Background: an optimization exercise with open tools, aiming at small area, a short achievable clock period and few clock cycles per item. Do not read the settings as production practice.
In this exercise RTL edits were held to simulation tests only and were not proved equivalent to the original.

==> exp/amber <==
==> flow/design.v <==
`default_nettype none
package keccak_pkg;
  localparam int lane_w     = 64;
  localparam int n_rounds   = 24;
  localparam int rate_w     = 1088;
  localparam int capacity_w = 512;
  typedef logic [25*lane_w-1:0] state_t;
  typedef logic [lane_w-1:0] lane_t;
  typedef logic [4:0] round_idx_t;
  typedef enum logic {
    idle,
    run
  } perm_state_e;
  function automatic lane_t round_const(round_idx_t r);
    case (r)
      5'd0: round_const = 64'h0000_0000_0000_0001;
      5'd1: round_const = 64'h0000_0000_0000_8082;
      5'd2: round_const = 64'h8000_0000_0000_808a;
      5'd3: round_const = 64'h8000_0000_8000_8000;
      5'd4: round_const = 64'h0000_0000_0000_808b;
      5'd5: round_const = 64'h0000_0000_8000_0001;
      5'd6: round_const = 64'h8000_0000_8000_8081;
      5'd7: round_const = 64'h8000_0000_0000_8009;
      5'd8: round_const = 64'h0000_0000_0000_008a;
      5'd9: round_const = 64'h0000_0000_0000_0088;
      5'd10: round_const = 64'h0000_0000_8000_8009;
      5'd11: round_const = 64'h0000_0000_8000_000a;
      5'd12: round_const = 64'h0000_0000_8000_808b;
      5'd13: round_const = 64'h8000_0000_0000_008b;
      5'd14: round_const = 64'h8000_0000_0000_8089;
      5'd15: round_const = 64'h8000_0000_0000_8003;
      5'd16: round_const = 64'h8000_0000_0000_8002;
      5'd17: round_const = 64'h8000_0000_0000_0080;
      5'd18: round_const = 64'h0000_0000_0000_800a;
      5'd19: round_const = 64'h8000_0000_8000_000a;
      5'd20: round_const = 64'h8000_0000_8000_8081;
      5'd21: round_const = 64'h8000_0000_0000_8080;
      5'd22: round_const = 64'h0000_0000_8000_0001;
      5'd23: round_const = 64'h8000_0000_8000_8008;
      default: round_const = '0;
    endcase
  endfunction
  function automatic int unsigned rho_offset(int unsigned i);
    case (i)
      0: rho_offset = 0;
      1: rho_offset = 1;
      2: rho_offset = 62;
      3: rho_offset = 28;
      4: rho_offset = 27;
      5: rho_offset = 36;
      6: rho_offset = 44;
      7: rho_offset = 6;
      8: rho_offset = 55;
      9: rho_offset = 20;
      10: rho_offset = 3;
      11: rho_offset = 10;
      12: rho_offset = 43;
      13: rho_offset = 25;
      14: rho_offset = 39;
      15: rho_offset = 41;
      16: rho_offset = 45;
      17: rho_offset = 15;
      18: rho_offset = 21;
      19: rho_offset = 8;
      20: rho_offset = 18;
      21: rho_offset = 2;
      22: rho_offset = 61;
      23: rho_offset = 56;
      24: rho_offset = 14;
      default: rho_offset = 0;
    endcase
  endfunction
  function automatic lane_t lane_byte_swap(lane_t v);
    lane_t r;
    for (int b = 0; b < lane_w / 8; b++)
    begin
      r[b*8 +: 8] = v[(lane_w/8 - 1 - b)*8 +: 8];
    end
    lane_byte_swap = r;
  endfunction
endpackage
`default_nettype wire
`default_nettype none
package miner_pkg;
  localparam int header_w     = 608;
  localparam int nonce_w      = 32;
  localparam int target_w     = 64;
  localparam int digest_w     = 256;
  localparam int digest_lanes = 4;
  typedef logic [header_w-1:0] header_t;
  typedef logic [nonce_w-1:0]  nonce_t;
  typedef logic [target_w-1:0] target_t;
  typedef logic [digest_w-1:0] digest_t;
  typedef struct packed {
    header_t header;
    nonce_t  nonce;
  } msg_t;
  localparam logic [7:0] pad_first_byte = 8'h01;
  localparam logic [7:0] pad_last_byte  = 8'h80;
endpackage
`default_nettype wire
`default_nettype none
module keccak_pad
(
  input  miner_pkg::msg_t   msg,
  output keccak_pkg::state_t state
);
  logic [keccak_pkg::rate_w-1:0] rate_block;
  logic [keccak_pkg::rate_w-1:0] rate_lanes;
  assign rate_block = {
    msg,
    miner_pkg::pad_first_byte,
    {(keccak_pkg::rate_w - (miner_pkg::header_w + miner_pkg::nonce_w) - 16){1'b0}},
    miner_pkg::pad_last_byte
  };
  always_comb
  begin
    for (int w = 0; w < keccak_pkg::rate_w / keccak_pkg::lane_w; w++)
    begin
      rate_lanes[w*keccak_pkg::lane_w +: keccak_pkg::lane_w] = keccak_pkg::lane_byte_swap(rate_block[w*keccak_pkg::lane_w +: keccak_pkg::lane_w]);
    end
  end
  assign state = {rate_lanes, {keccak_pkg::capacity_w{1'b0}}};
endmodule
`default_nettype wire
`default_nettype none
module keccak_round
(
  input  keccak_pkg::state_t     state_in,
  input  keccak_pkg::round_idx_t round,
  output keccak_pkg::state_t     state_out
);
  keccak_pkg::lane_t a   [5][5];
  keccak_pkg::lane_t b   [5][5];
  keccak_pkg::lane_t chi [5][5];
  keccak_pkg::lane_t par [5];
  keccak_pkg::lane_t mix [5];
  function automatic keccak_pkg::lane_t rotl(keccak_pkg::lane_t v, int unsigned n);
    rotl = (v << n) | (v >> (keccak_pkg::lane_w - n));
  endfunction
  always_comb
  begin
    for (int y = 0; y < 5; y++)
    begin
      for (int x = 0; x < 5; x++)
      begin
        a[x][y] = state_in[(24 - (5*y + x))*keccak_pkg::lane_w +: keccak_pkg::lane_w];
      end
    end
    for (int x = 0; x < 5; x++)
    begin
      par[x] = a[x][0] ^ a[x][1] ^ a[x][2] ^ a[x][3] ^ a[x][4];
    end
    for (int x = 0; x < 5; x++)
    begin
      mix[x] = par[(x + 4) % 5] ^ rotl(par[(x + 1) % 5], 1);
    end
    for (int y = 0; y < 5; y++)
    begin
      for (int x = 0; x < 5; x++)
      begin
        b[y][(2*x + 3*y) % 5] = rotl(a[x][y] ^ mix[x], keccak_pkg::rho_offset(5*y + x));
      end
    end
    for (int y = 0; y < 5; y++)
    begin
      for (int x = 0; x < 5; x++)
      begin
        chi[x][y] = b[x][y] ^ (~b[(x + 1) % 5][y] & b[(x + 2) % 5][y]);
      end
    end
    chi[0][0] = chi[0][0] ^ keccak_pkg::round_const(round);
    for (int y = 0; y < 5; y++)
    begin
      for (int x = 0; x < 5; x++)
      begin
        state_out[(24 - (5*y + x))*keccak_pkg::lane_w +: keccak_pkg::lane_w] = chi[x][y];
      end
    end
  end
endmodule
`default_nettype wire
`default_nettype none
module keccak_permutation
(
  input  logic   clk,
  input  logic   arst_n,
  input  logic   start,
  input  keccak_pkg::state_t init_state,
  output logic   busy,
  output logic   load,
  output logic   perm_done,
  output keccak_pkg::state_t perm_state
);
  logic                    load_q;
  logic                    last_q;
  keccak_pkg::round_idx_t  round_q;
  keccak_pkg::state_t      state_q;
  keccak_pkg::state_t      round_out;
  assign load = load_q;
  assign busy = !load_q;
  keccak_round round0 (
    .state_in  (state_q),
    .round     (round_q),
    .state_out (round_out)
  );
  always_ff @(posedge clk or negedge arst_n)
  begin
    if (!arst_n)
    begin
      load_q  <= 1'b1;
      last_q  <= 1'b0;
      round_q <= '0;
    end
    else
    begin
      if (load_q)
      begin
        load_q  <= !start;
        last_q  <= 1'b0;
        round_q <= '0;
      end
      else
      begin
        load_q  <= (round_q == keccak_pkg::round_idx_t'(keccak_pkg::n_rounds - 2));
        last_q  <= (round_q == keccak_pkg::round_idx_t'(keccak_pkg::n_rounds - 2));
        round_q <= round_q + 1'b1;
      end
    end
  end
  always_ff @(posedge clk)
  begin
    if (load_q)
      state_q <= init_state;
    else
      state_q <= round_out;
  end
  assign perm_done  = last_q;
  assign perm_state = round_out;
endmodule
`default_nettype wire
`default_nettype none
module hash_target_check
(
  input  logic    clk,
  input  logic    arst_n,
  input  logic    perm_done,
  input  keccak_pkg::state_t  perm_state,
  input  miner_pkg::target_t target,
  output logic    done,
  output miner_pkg::digest_t digest,
  output logic    match
);
  miner_pkg::digest_t digest_next;
  logic                match_next;
  logic                held;
  miner_pkg::target_t  target_held;
  always_comb
  begin
    for (int i = 0; i < miner_pkg::digest_lanes; i++)
    begin
      digest_next[(miner_pkg::digest_lanes - 1 - i)*keccak_pkg::lane_w +: keccak_pkg::lane_w] =
        keccak_pkg::lane_byte_swap(perm_state[(24 - i)*keccak_pkg::lane_w +: keccak_pkg::lane_w]);
    end
  end
  logic [63:0] gt_l0, eq_l0;
  logic [31:0] gt_l1, eq_l1;
  logic [15:0] gt_l2, eq_l2;
  logic [7:0]  gt_l3, eq_l3;
  logic [7:0]  gt_q, eq_q;
  logic [3:0]  gt_l4, eq_l4;
  logic [1:0]  gt_l5, eq_l5;
  logic        cmp_q;
  always_comb
  begin
    for (int i = 0; i < 64; i++)
    begin
      gt_l0[i] = digest[i] & ~target_held[i];
      eq_l0[i] = ~(digest[i] ^ target_held[i]);
    end
    for (int i = 0; i < 32; i++)
    begin
      gt_l1[i] = gt_l0[2*i+1] | (eq_l0[2*i+1] & gt_l0[2*i]);
      eq_l1[i] = eq_l0[2*i+1] & eq_l0[2*i];
    end
    for (int i = 0; i < 16; i++)
    begin
      gt_l2[i] = gt_l1[2*i+1] | (eq_l1[2*i+1] & gt_l1[2*i]);
      eq_l2[i] = eq_l1[2*i+1] & eq_l1[2*i];
    end
    for (int i = 0; i < 8; i++)
    begin
      gt_l3[i] = gt_l2[2*i+1] | (eq_l2[2*i+1] & gt_l2[2*i]);
      eq_l3[i] = eq_l2[2*i+1] & eq_l2[2*i];
    end
    for (int i = 0; i < 4; i++)
    begin
      gt_l4[i] = gt_q[2*i+1] | (eq_q[2*i+1] & gt_q[2*i]);
      eq_l4[i] = eq_q[2*i+1] & eq_q[2*i];
    end
    for (int i = 0; i < 2; i++)
    begin
      gt_l5[i] = gt_l4[2*i+1] | (eq_l4[2*i+1] & gt_l4[2*i]);
      eq_l5[i] = eq_l4[2*i+1] & eq_l4[2*i];
    end
    match_next = ~(gt_l5[1] | (eq_l5[1] & gt_l5[0]));
  end
  always_ff @(posedge clk or negedge arst_n)
  begin
    if (!arst_n)
    begin
      held  <= 1'b0;
      cmp_q <= 1'b0;
      done  <= 1'b0;
    end
    else
    begin
      held  <= perm_done;
      cmp_q <= held;
      done  <= cmp_q;
    end
  end
  always_ff @(posedge clk)
  begin
    target_held <= target;
    gt_q        <= gt_l3;
    eq_q        <= eq_l3;
    match       <= match_next;
    if (perm_done)
      digest <= digest_next;
  end
endmodule
`default_nettype wire
`default_nettype none
module keccak_miner_core
(
  input  logic          clk,
  input  logic          arst_n,
  input  logic          start,
  input  logic [607:0]  header,
  input  logic [31:0]   nonce,
  input  logic [63:0]   target,
  output logic          busy,
  output logic          done,
  output logic          match,
  output logic [255:0]  digest
);
  miner_pkg::msg_t   msg;
  keccak_pkg::state_t init_state;
  keccak_pkg::state_t perm_state;
  logic   perm_done;
  logic   load;
  miner_pkg::target_t target_q;
  always_ff @(posedge clk)
  begin
    if (load)
      target_q <= target;
  end
  assign msg.header = header;
  assign msg.nonce  = nonce;
  keccak_pad pad0 (
    .msg   (msg),
    .state (init_state)
  );
  keccak_permutation perm0 (
    .clk        (clk),
    .arst_n     (arst_n),
    .start      (start),
    .init_state (init_state),
    .busy       (busy),
    .load       (load),
    .perm_done  (perm_done),
    .perm_state (perm_state)
  );
  hash_target_check check0 (
    .clk        (clk),
    .arst_n     (arst_n),
    .perm_done  (perm_done),
    .perm_state (perm_state),
    .target     (target_q),
    .done       (done),
    .digest     (digest),
    .match      (match)
  );
endmodule
`default_nettype wire
==> flow/flow/run.sh <==
#!/bin/bash
# The standard layout, with every input and output port buffered by the
# smallest buffer cell instead of the one buffer_ports picks by default.
set -euo pipefail
export BUFFER_PORTS_ARGS="-buffer_cell sky130_fd_sc_hd__buf_1"
bash standard.sh > standard_flow.log 2>&1
==> flow/standard.sh <==
#!/bin/bash
# synth_recipe.tcl (not shown) runs the flow's synth.tcl, then flattens the netlist and writes it again
# the make line also repeats each setting of config.mk as NAME=value (left out here)
make -C /OpenROAD-flow-scripts/flow DESIGN_CONFIG=/design/flow/config.mk WORK_HOME=/design/flow/orfs CLKGATE_MAP_FILE= SYNTH_SCRIPT=/design/flow/synth_recipe.tcl "${@:-finish}"
==> flow/config.mk <==
export PLATFORM = sky130hd
export DESIGN_NAME = keccak_miner_core
export DESIGN_NICKNAME = keccak_miner_core
export VERILOG_FILES = /design/flow/design.v
export SDC_FILE = /design/flow/constraint.sdc
export NUM_CORES = 4
export LEC_CHECK = 0
export CAP_MARGIN = 20
export CORE_MARGIN = 2
export CORE_UTILIZATION = 45
export SETUP_SLACK_MARGIN = 2.2
export SLEW_MARGIN = 20
==> flow/constraint.sdc <==
create_clock -name core_clock -period 5.0 [get_ports {clk}]
set_input_delay 1.0000 -clock core_clock [delete_from_list [all_inputs] [get_ports {clk}]]
set_output_delay 1.0000 -clock core_clock [all_outputs]
set_load 0.01 [all_outputs]
==> inputs of exp/willow, as changes to exp/amber <==
==> flow/design.v, changed modules only <==
module keccak_round
(
  input  keccak_pkg::state_t     b_in,
  input  keccak_pkg::round_idx_t round,
  input  logic [79:0]            load,
  input  keccak_pkg::state_t     init_state,
  output keccak_pkg::state_t     b_out
);
  keccak_pkg::lane_t bi  [5][5];
  keccak_pkg::lane_t a   [5][5];
  keccak_pkg::lane_t b   [5][5];
  keccak_pkg::lane_t par [5];
  keccak_pkg::lane_t mix [5];
  function automatic keccak_pkg::lane_t rotl(keccak_pkg::lane_t v, int unsigned n);
    rotl = (v << n) | (v >> (keccak_pkg::lane_w - n));
  endfunction
  always_comb
  begin
    for (int y = 0; y < 5; y++)
    begin
      for (int x = 0; x < 5; x++)
      begin
        bi[x][y] = b_in[(24 - (5*y + x))*keccak_pkg::lane_w +: keccak_pkg::lane_w];
      end
    end
    for (int y = 0; y < 5; y++)
    begin
      for (int x = 0; x < 5; x++)
      begin
        a[x][y] = bi[x][y] ^ (~bi[(x + 1) % 5][y] & bi[(x + 2) % 5][y]);
      end
    end
    a[0][0] = a[0][0] ^ keccak_pkg::round_const(round);
    for (int y = 0; y < 5; y++)
    begin
      for (int x = 0; x < 5; x++)
      begin
        for (int z = 0; z < keccak_pkg::lane_w; z++)
        begin
          if (load[16*x + z/4])
            a[x][y][z] = init_state[(24 - (5*y + x))*keccak_pkg::lane_w + z];
        end
      end
    end
    for (int x = 0; x < 5; x++)
    begin
      par[x] = a[x][0] ^ a[x][1] ^ a[x][2] ^ a[x][3] ^ a[x][4];
    end
    for (int x = 0; x < 5; x++)
    begin
      mix[x] = par[(x + 4) % 5] ^ rotl(par[(x + 1) % 5], 1);
    end
    for (int y = 0; y < 5; y++)
    begin
      for (int x = 0; x < 5; x++)
      begin
        b[y][(2*x + 3*y) % 5] = rotl(a[x][y] ^ mix[x], keccak_pkg::rho_offset(5*y + x));
      end
    end
    for (int y = 0; y < 5; y++)
    begin
      for (int x = 0; x < 5; x++)
      begin
        b_out[(24 - (5*y + x))*keccak_pkg::lane_w +: keccak_pkg::lane_w] = b[x][y];
      end
    end
  end
endmodule
module keccak_permutation
(
  input  logic   clk,
  input  logic   arst_n,
  input  logic   start,
  input  keccak_pkg::state_t init_state,
  output logic   busy,
  output logic   load,
  output logic   perm_done,
  output keccak_pkg::state_t perm_state
);
  logic                    load_q;
  logic [79:0]             lane_load_q;
  keccak_pkg::round_idx_t  round_q;
  keccak_pkg::state_t      b_q;
  keccak_pkg::state_t      b_next;
  keccak_pkg::lane_t       fin [4];
  assign load = load_q;
  assign busy = !load_q;
  keccak_round round0 (
    .b_in       (b_q),
    .round      (round_q),
    .load       (lane_load_q),
    .init_state (init_state),
    .b_out      (b_next)
  );
  always_ff @(posedge clk or negedge arst_n)
  begin
    if (!arst_n)
      lane_load_q <= '1;
    else
    begin
      for (int i = 0; i < 80; i++)
      begin
        if (lane_load_q[i])
          lane_load_q[i] <= !start;
        else
          lane_load_q[i] <= (round_q == keccak_pkg::round_idx_t'(keccak_pkg::n_rounds - 2));
      end
    end
  end
  always_ff @(posedge clk or negedge arst_n)
  begin
    if (!arst_n)
    begin
      load_q    <= 1'b1;
      perm_done <= 1'b0;
      round_q   <= '0;
    end
    else
    begin
      if (load_q)
      begin
        load_q    <= !start;
        perm_done <= 1'b0;
        round_q   <= '0;
      end
      else
      begin
        load_q    <= (round_q == keccak_pkg::round_idx_t'(keccak_pkg::n_rounds - 2));
        perm_done <= (round_q == keccak_pkg::round_idx_t'(keccak_pkg::n_rounds - 2));
        round_q   <= round_q + 1'b1;
      end
    end
  end
  always_ff @(posedge clk)
  begin
    b_q <= b_next;
  end
  always_comb
  begin
    for (int x = 0; x < 4; x++)
    begin
      fin[x] = b_q[(24 - x)*keccak_pkg::lane_w +: keccak_pkg::lane_w]
             ^ (~b_q[(24 - (x + 1) % 5)*keccak_pkg::lane_w +: keccak_pkg::lane_w]
                & b_q[(24 - (x + 2) % 5)*keccak_pkg::lane_w +: keccak_pkg::lane_w]);
    end
    fin[0] = fin[0] ^ keccak_pkg::round_const(keccak_pkg::round_idx_t'(keccak_pkg::n_rounds - 1));
  end
  assign perm_state = {fin[0], fin[1], fin[2], fin[3], {21*keccak_pkg::lane_w{1'b0}}};
endmodule
module hash_target_check
(
  input  logic    clk,
  input  logic    arst_n,
  input  logic    perm_done,
  input  keccak_pkg::state_t  perm_state,
  input  miner_pkg::target_t target,
  output logic    done,
  output miner_pkg::digest_t digest,
  output logic    match
);
  miner_pkg::digest_t digest_next;
  logic                match_next;
  logic [63:0] gt_l0, eq_l0;
  logic [31:0] gt_l1, eq_l1;
  logic [15:0] gt_l2, eq_l2;
  logic [7:0]  gt_l3, eq_l3;
  logic [3:0]  gt_l4, eq_l4;
  logic [1:0]  gt_l5, eq_l5;
  always_comb
  begin
    for (int i = 0; i < miner_pkg::digest_lanes; i++)
    begin
      digest_next[(miner_pkg::digest_lanes - 1 - i)*keccak_pkg::lane_w +: keccak_pkg::lane_w] =
        keccak_pkg::lane_byte_swap(perm_state[(24 - i)*keccak_pkg::lane_w +: keccak_pkg::lane_w]);
    end
  end
  always_comb
  begin
    for (int i = 0; i < 64; i++)
    begin
      gt_l0[i] = digest_next[i] & ~target[i];
      eq_l0[i] = ~(digest_next[i] ^ target[i]);
    end
    for (int i = 0; i < 32; i++)
    begin
      gt_l1[i] = gt_l0[2*i+1] | (eq_l0[2*i+1] & gt_l0[2*i]);
      eq_l1[i] = eq_l0[2*i+1] & eq_l0[2*i];
    end
    for (int i = 0; i < 16; i++)
    begin
      gt_l2[i] = gt_l1[2*i+1] | (eq_l1[2*i+1] & gt_l1[2*i]);
      eq_l2[i] = eq_l1[2*i+1] & eq_l1[2*i];
    end
    for (int i = 0; i < 8; i++)
    begin
      gt_l3[i] = gt_l2[2*i+1] | (eq_l2[2*i+1] & gt_l2[2*i]);
      eq_l3[i] = eq_l2[2*i+1] & eq_l2[2*i];
    end
    for (int i = 0; i < 4; i++)
    begin
      gt_l4[i] = gt_l3[2*i+1] | (eq_l3[2*i+1] & gt_l3[2*i]);
      eq_l4[i] = eq_l3[2*i+1] & eq_l3[2*i];
    end
    for (int i = 0; i < 2; i++)
    begin
      gt_l5[i] = gt_l4[2*i+1] | (eq_l4[2*i+1] & gt_l4[2*i]);
      eq_l5[i] = eq_l4[2*i+1] & eq_l4[2*i];
    end
    match_next = ~(gt_l5[1] | (eq_l5[1] & gt_l5[0]));
  end
  always_ff @(posedge clk or negedge arst_n)
  begin
    if (!arst_n)
      done <= 1'b0;
    else
      done <= perm_done;
  end
  always_ff @(posedge clk)
  begin
    digest <= digest_next;
    match  <= match_next;
  end
endmodule
==> flow/run.sh (new file) <==
#!/bin/bash
# synth_recipe.tcl (not shown) runs the flow's synth.tcl, then flattens the netlist and writes it again
# the make line also repeats each setting of config.mk as NAME=value (left out here)
make -C /OpenROAD-flow-scripts/flow DESIGN_CONFIG=/design/flow/config.mk WORK_HOME=/design/flow/orfs CLKGATE_MAP_FILE= SYNTH_SCRIPT=/design/flow/synth_recipe.tcl finish
- SETUP_SLACK_MARGIN: 2.2 -> 1.8
removed: flow/flow/run.sh
removed: flow/standard.sh
==> inputs of exp/fjord, as changes to exp/amber <==
==> flow/design.v, changed modules only <==
module keccak_permutation
(
  input  logic   clk,
  input  logic   arst_n,
  input  logic   start,
  input  keccak_pkg::state_t init_state,
  output logic   busy,
  output logic   load,
  output logic   perm_done,
  output keccak_pkg::state_t perm_state
);
  logic                    load_q;
  logic                    busy_q;
  logic                    last_q;
  keccak_pkg::round_idx_t  round_q;
  keccak_pkg::state_t      state_q;
  keccak_pkg::state_t      round_out;
  assign load = load_q;
  assign busy = busy_q;
  keccak_round round0 (
    .state_in  (state_q),
    .round     (round_q),
    .state_out (round_out)
  );
  always_ff @(posedge clk or negedge arst_n)
  begin
    if (!arst_n)
    begin
      load_q  <= 1'b1;
      busy_q  <= 1'b0;
      last_q  <= 1'b0;
      round_q <= '0;
    end
    else
    begin
      if (load_q)
      begin
        load_q  <= !start;
        busy_q  <= start;
        last_q  <= 1'b0;
        round_q <= '0;
      end
      else
      begin
        load_q  <= (round_q == keccak_pkg::round_idx_t'(keccak_pkg::n_rounds - 2));
        busy_q  <= (round_q != keccak_pkg::round_idx_t'(keccak_pkg::n_rounds - 2));
        last_q  <= (round_q == keccak_pkg::round_idx_t'(keccak_pkg::n_rounds - 2));
        round_q <= round_q + 1'b1;
      end
    end
  end
  always_ff @(posedge clk)
  begin
    if (load_q)
      state_q <= init_state;
    else
      state_q <= round_out;
  end
  assign perm_done  = last_q;
  assign perm_state = round_out;
endmodule
- CAP_MARGIN: 20 -> 30
- CTS_CLUSTER_DIAMETER: not set -> 90
- CTS_CLUSTER_SIZE: not set -> 22
- SLEW_MARGIN: 20 -> 30
==> inputs of exp/juniper, as changes to exp/amber <==
==> flow/design.v, changed modules only <==
module keccak_permutation
(
  input  logic   clk,
  input  logic   arst_n,
  input  logic   start,
  input  keccak_pkg::state_t init_state,
  output logic   busy,
  output logic   load,
  output logic   perm_done,
  output keccak_pkg::state_t perm_state
);
  logic                    load_q;
  logic                    busy_q;
  logic                    last_q;
  keccak_pkg::round_idx_t  round_q;
  keccak_pkg::state_t      state_q;
  keccak_pkg::state_t      round_out;
  assign load = load_q;
  assign busy = busy_q;
  keccak_round round0 (
    .state_in  (state_q),
    .round     (round_q),
    .state_out (round_out)
  );
  always_ff @(posedge clk or negedge arst_n)
  begin
    if (!arst_n)
    begin
      load_q  <= 1'b1;
      busy_q  <= 1'b0;
      last_q  <= 1'b0;
      round_q <= '0;
    end
    else
    begin
      if (load_q)
      begin
        load_q  <= !start;
        busy_q  <= start;
        last_q  <= 1'b0;
        round_q <= '0;
      end
      else
      begin
        load_q  <= (round_q == keccak_pkg::round_idx_t'(keccak_pkg::n_rounds - 2));
        busy_q  <= (round_q != keccak_pkg::round_idx_t'(keccak_pkg::n_rounds - 2));
        last_q  <= (round_q == keccak_pkg::round_idx_t'(keccak_pkg::n_rounds - 2));
        round_q <= round_q + 1'b1;
      end
    end
  end
  always_ff @(posedge clk)
  begin
    if (load_q)
      state_q <= init_state;
    else
      state_q <= round_out;
  end
  assign perm_done  = last_q;
  assign perm_state = round_out;
endmodule
- CAP_MARGIN: 20 -> 30
- CTS_CLUSTER_DIAMETER: not set -> 90
- CTS_CLUSTER_SIZE: not set -> 22
- SETUP_SLACK_MARGIN: 2.2 -> 2.4
- SLEW_MARGIN: 20 -> 30
==> impl_metrics.toml <==
[run_status]
status = "finished clean"

[setup_path]
crit_fanout = 4
arrival_ps = 3800

[global_route]
grt_start_max_net_pins = 181

[synthesis]
yosysUniqueCellTypes = 33
syn_inst = 10904
The numbers above come from exp/amber.

==> impl_metrics.toml <==
[synthesis]
yosysUniqueCellTypes = 55
synth.most_common_cell = "xnor2_1"
syn_inst = 11475

[global_route]
antenna_found_initial = 333
grt_start_max_net_pins = 82

[timing]
finalWorstSetupSlack_ps = 663
fin_hold_ws_ps = 357
relSlewSlack = 0.0888

[run_status]
status = "finished clean"

[setup_path]
path_buf_inv = 2
crit_fanout = 4
arrival_ps = 5090

[route]
dr_wl_met2_um = 289000
The numbers above come from exp/willow.

==> impl_metrics.toml <==
[die]
die_w_um = 492
core_area_sq_um = 237000

[synthesis]
syn_inst = 10907
yosysUniqueCellTypes = 34

[final_layout]
n_sequential_cell = 2011

[global_route]
grt_pass1_vias = 87633
grt_start_max_net_pins = 128

[timing]
final.setup.tns_ps = 0

[setup_path]
arrival_ps = 3880
crit_fanout = 4
cp_num_cells = 9

[run_status]
status = "finished clean"

[placement]
io_buffers = 965
The numbers above come from exp/fjord.

==> impl_metrics.toml <==
[setup_path]
crit_fanout = 5
worstRegToRegCells = 9
arrival_ps = 3740

[global_route]
grt_start_max_net_pins = 111

[synthesis]
syn_inst = 10907
yosysUniqueCellTypes = 34
synthMuxAreaShare = 0.0275

[clock_network]
clockBufferDepth = 3

[run_status]
status = "finished clean"
The numbers above come from exp/juniper.

Testbench counts of exp/amber, summed over its fixed seeds: cycles 4,632, items 192.
Testbench counts of exp/willow, summed over its fixed seeds: cycles 4,616, items 192.
Testbench counts of exp/fjord, summed over its fixed seeds: cycles 4,632, items 192.
Testbench counts of exp/juniper, summed over its fixed seeds: cycles 4,632, items 192.

## separate check: timing with driven ports
The results above use ideal ports. As a check the final layouts listed here were re-extracted and re-timed, cells and wires unchanged.
Step 1: set_driving_cell puts a clkbuf_16 on clk and a buf_2 on each other input, an assumption about the parent block.
Step 2, shift: input delay + t, output delay - t, t = (earliest + latest rising clock arrival at the registers) / 2. This alone moves slack from input paths to output paths.
a / b / c = ideal ports / drivers / drivers and shift; a / b = the first two.
run | t, ns | setup slack, ns | worst hold slack (ns) | slew at the worst register clock pin (ns)
exp/amber | 1.024 | 1.966 / 1.966 / 1.966 | 0.173 / 0.083 / 0.322 | 0.07 / 0.07
exp/willow | 1.032 | 0.663 / 0.663 / 0.663 | 0.357 / 0.357 / 0.357 | 0.08 / 0.08
exp/fjord | 0.980 | 1.877 / 1.877 / 1.877 | 0.163 / 0.078 / 0.341 | 0.11 / 0.11
exp/juniper | 1.018 | 2.055 / 2.055 / 2.055 | 0.099 / 0.008 / 0.347 | 0.11 / 0.11
After both steps every run listed still meets setup and hold.
